This is an optimization exercise on Yosys and OpenROAD, whose aim is a short achievable clock period and few clock cycles per item, not a production implementation.
At most, simulation tests tie the RTL to the original design; equivalence was not proved.

## pulse_peak_rate_detector_core
module pulse_peak_rate_detector_core #(
    parameter int RING_DEPTH = 10
) (
    input  logic                               aclk,
    input  logic                               aresetn,
    input  logic                               s_valid,
    output logic                               s_ready,
    input  logic [pprd_pkg::SAMPLE_W-1:0]      s_sample,
    output logic                               m_valid,
    input  logic                               m_ready,
    output logic [pprd_pkg::RATE_W-1:0]        m_rate,
    output logic [1:0]                         m_event_res,
    output logic [pprd_pkg::SAMPLE_W-1:0]      m_extreme_value,
    output logic                               m_falling_phase,
    input  logic                               cfg_wr_en,
    input  logic [pprd_pkg::CFG_IDX_W-1:0]     cfg_index,
    input  logic [pprd_pkg::CFG_DATA_W-1:0]    cfg_wdata
);
Size in the first run: about 5400 cells after synthesis, about 1500 flip-flops, roughly 87 I/O pins.
export LEC_CHECK = 0
export ABC_CLOCK_PERIOD_IN_PS = 2000
export CAP_MARGIN = 20
export CORE_MARGIN = 2
export CORE_UTILIZATION = 40
export SETUP_SLACK_MARGIN = 5
export SLEW_MARGIN = 20
export TNS_END_PERCENT = 100
create_clock -name core_clock -period 7.5 [get_ports {aclk}]
run.sh (not shown) runs the stock make flow with config.mk's settings and CLKGATE_MAP_FILE= SYNTH_SCRIPT=/design/flow/synth_recipe.tcl, a recipe that flattens the netlist after the stock synthesis.
The first run finished with timing, DRC and antenna clean.
Rerun with:
--- a/flow/design.v
+++ b/flow/design.v
@@ -75,16 +75,18 @@
     localparam int W = N + 4;      
     typedef enum logic [1:0] {
         PH_SETUP,
         PH_STEP,
         PH_SIGN,
         PH_PICK
     } phase_t;
     logic          busy_reg, zero_reg, neg_reg;
+    logic          half_reg;       
+    logic          qp_reg, qn_reg;
     phase_t        ph_reg;
     logic [LW-1:0] cnt_reg;
     logic [LW-1:0] dlen_reg, nlen_reg;
     logic [N-1:0]  d_reg;          
     logic [N-1:0]  f_reg;          
     logic [W-1:0]  ws_reg, wc_reg;
     logic [N-1:0]  q_reg, qm_reg;  
     function automatic logic [LW-1:0] bitlen(input logic [N-1:0] v);
@@ -97,20 +99,20 @@
     logic [4:0]   est;
     logic         q_pos, q_neg;
     always_comb begin
         ys    = {ws_reg[W-2:0], f_reg[N-1]};
         yc    = {wc_reg[W-2:0], 1'b0};
         est   = ys[W-1 -: 5] + yc[W-1 -: 5];
         q_pos = !est[4];
         q_neg = est[4] && (est != 5'b11111);
-        a     = q_pos ? ~{{(W-N){1'b0}}, d_reg} : q_neg ? {{(W-N){1'b0}}, d_reg} : '0;
+        a     = qp_reg ? ~{{(W-N){1'b0}}, d_reg} : qn_reg ? {{(W-N){1'b0}}, d_reg} : '0;
         s_new = ys ^ yc ^ a;
         c_new = {((ys & yc) | (ys & a) | (yc & a)), 1'b0};
-        c_new[0] = q_pos;                       
+        c_new[0] = qp_reg;                      
     end
     assign busy = busy_reg;
     assign fin  = busy_reg && ((ph_reg == PH_SETUP) ? (zero_reg || (nlen_reg < dlen_reg))
                                                      : (ph_reg == PH_PICK));
     assign quo  = (ph_reg == PH_SETUP) ? '0 : (neg_reg ? qm_reg : q_reg);
     always_ff @(posedge aclk) begin
         if (!aresetn) begin
             busy_reg <= 1'b0;
@@ -133,27 +135,34 @@
                     ph_reg  <= PH_STEP;
                     cnt_reg <= nlen_reg - dlen_reg;
                     d_reg   <= d_reg << (LW'(N) - dlen_reg);
                     ws_reg  <= W'(f_reg[N-1:1]);
                     wc_reg  <= '0;
                     f_reg   <= {f_reg[0], {(N-1){1'b0}}};
                     q_reg   <= '0;
                     qm_reg  <= '1;
+                    half_reg <= 1'b0;
                 end
                 PH_STEP: begin
-                    if (cnt_reg == '0) ph_reg <= PH_SIGN;
-                    cnt_reg <= cnt_reg - LW'(1);
-                    ws_reg  <= s_new;
-                    wc_reg  <= c_new;
-                    f_reg   <= {f_reg[N-2:0], 1'b0};
-                    q_reg   <= q_pos ? {q_reg[N-2:0], 1'b1}  : q_neg ? {qm_reg[N-2:0], 1'b1}
-                                                             : {q_reg[N-2:0], 1'b0};
-                    qm_reg  <= q_pos ? {q_reg[N-2:0], 1'b0}  : q_neg ? {qm_reg[N-2:0], 1'b0}
-                                                             : {qm_reg[N-2:0], 1'b1};
+                    half_reg <= !half_reg;
+                    if (!half_reg) begin
+                        qp_reg <= q_pos;
+                        qn_reg <= q_neg;
+                    end else begin
+                        if (cnt_reg == '0) ph_reg <= PH_SIGN;
+                        cnt_reg <= cnt_reg - LW'(1);
+                        ws_reg  <= s_new;
+                        wc_reg  <= c_new;
+                        f_reg   <= {f_reg[N-2:0], 1'b0};
+                        q_reg   <= qp_reg ? {q_reg[N-2:0], 1'b1}  : qn_reg ? {qm_reg[N-2:0], 1'b1}
+                                                                  : {q_reg[N-2:0], 1'b0};
+                        qm_reg  <= qp_reg ? {q_reg[N-2:0], 1'b0}  : qn_reg ? {qm_reg[N-2:0], 1'b0}
+                                                                  : {qm_reg[N-2:0], 1'b1};
+                    end
                 end
                 PH_SIGN: begin
                     ph_reg  <= PH_PICK;
                     neg_reg <= (ws_reg + wc_reg) >> (W - 1);
                 end
                 default: ;
             endcase
         end
@@ -207,19 +216,34 @@
     logic [LW-1:0] len3_reg, len10_reg;
     logic [RW-1:0] norm3_reg, norm10_reg;
     function automatic logic [LW-1:0] bitlen(input logic [RW-1:0] v);
         bitlen = '0;
         for (int i = 0; i < RW; i++) begin
             if (v[i]) bitlen = LW'(i + 1);
         end
     endfunction
+    localparam int LO_W = RW / 2;
+    logic [RW-1:0]   spm2_reg, spm8_reg;
+    logic [LO_W:0]   lo3_reg, lo10_reg;
+    logic [RW-1:0]   spm_ext;
+    assign spm_ext = RW'(spm_reg);
     always_ff @(posedge aclk) begin
-        num3_reg   <= RW'(spm_reg) * RW'(pprd_pkg::QUICK_SPANS);
-        num10_reg  <= RW'(spm_reg) * RW'(RING_DEPTH);
+        lo3_reg    <= {1'b0, spm_ext[LO_W-2:0], 1'b0} + {1'b0, spm_ext[LO_W-1:0]};
+        lo10_reg   <= {1'b0, spm_ext[LO_W-4:0], 3'b000} + {1'b0, spm_ext[LO_W-2:0], 1'b0};
+        spm2_reg   <= spm_ext << 1;
+        spm8_reg   <= spm_ext << 3;
+    end
+    logic [RW-1:0] spm1_reg;
+    always_ff @(posedge aclk) begin
+        spm1_reg   <= spm_ext;
+        num3_reg   <= {spm2_reg[RW-1:LO_W] + spm1_reg[RW-1:LO_W] + (RW-LO_W)'(lo3_reg[LO_W]),
+                       lo3_reg[LO_W-1:0]};
+        num10_reg  <= {spm8_reg[RW-1:LO_W] + spm2_reg[RW-1:LO_W] + (RW-LO_W)'(lo10_reg[LO_W]),
+                       lo10_reg[LO_W-1:0]};
         len3_reg   <= bitlen(num3_reg);
         len10_reg  <= bitlen(num10_reg);
         norm3_reg  <= num3_reg << (LW'(RW) - len3_reg);
         norm10_reg <= num10_reg << (LW'(RW) - len10_reg);
     end
     logic          s_ready_reg;
     logic          a_v;
     logic [SW-1:0] a_x;
Effect: The new run produced a clean layout; sequential share of layout area went up by 1.4 points; final area shrinks by 1.2%; register-to-register slack gains 280 ps; via count went down by 2.7%; synthesized area goes up by 1.0%; fmax came out higher by 6.6%.
Testbench counts after the change, summed over its fixed seeds: cycles 32,830, items 32,000.
No functional check of the RTL was part of the first run of this note.

==> separate check: timing with driven ports <==
How much do the figures lean on ideal ports? The routed layouts below were timed once more, with nothing changed but the port constraints. Step 1 (the two cells are an assumption about what drives the block):
set clk [get_ports {aclk}]
set_driving_cell -lib_cell sky130_fd_sc_hd__clkbuf_16 $clk
set_driving_cell -lib_cell sky130_fd_sc_hd__buf_2 [delete_from_list [all_inputs] $clk]
Step 2 moves the port delays by t, midway between the first and last clock arrival at a register: inputs arrive t later, outputs are due t later. That takes back most of the time a late clock gives input paths. Three values: ideal, step 1, step 2; two values: the first two.
run | t (ns) | slack for setup (ns) | hold slack, ns | worst data-port slew with drivers (ns)
the first run | 0.888 | 4.538 / 4.538 / 3.912 | 0.372 / 0.372 / 0.372 | 0.05
the second run | 0.877 | 4.720 / 4.639 / 4.019 | 0.327 / 0.327 / 0.327 | 0.06
After both steps every run listed still meets setup and hold. The setup slack of the second run, which loses most, moves by -0.081 ns with the drivers and by -0.701 ns with both steps.
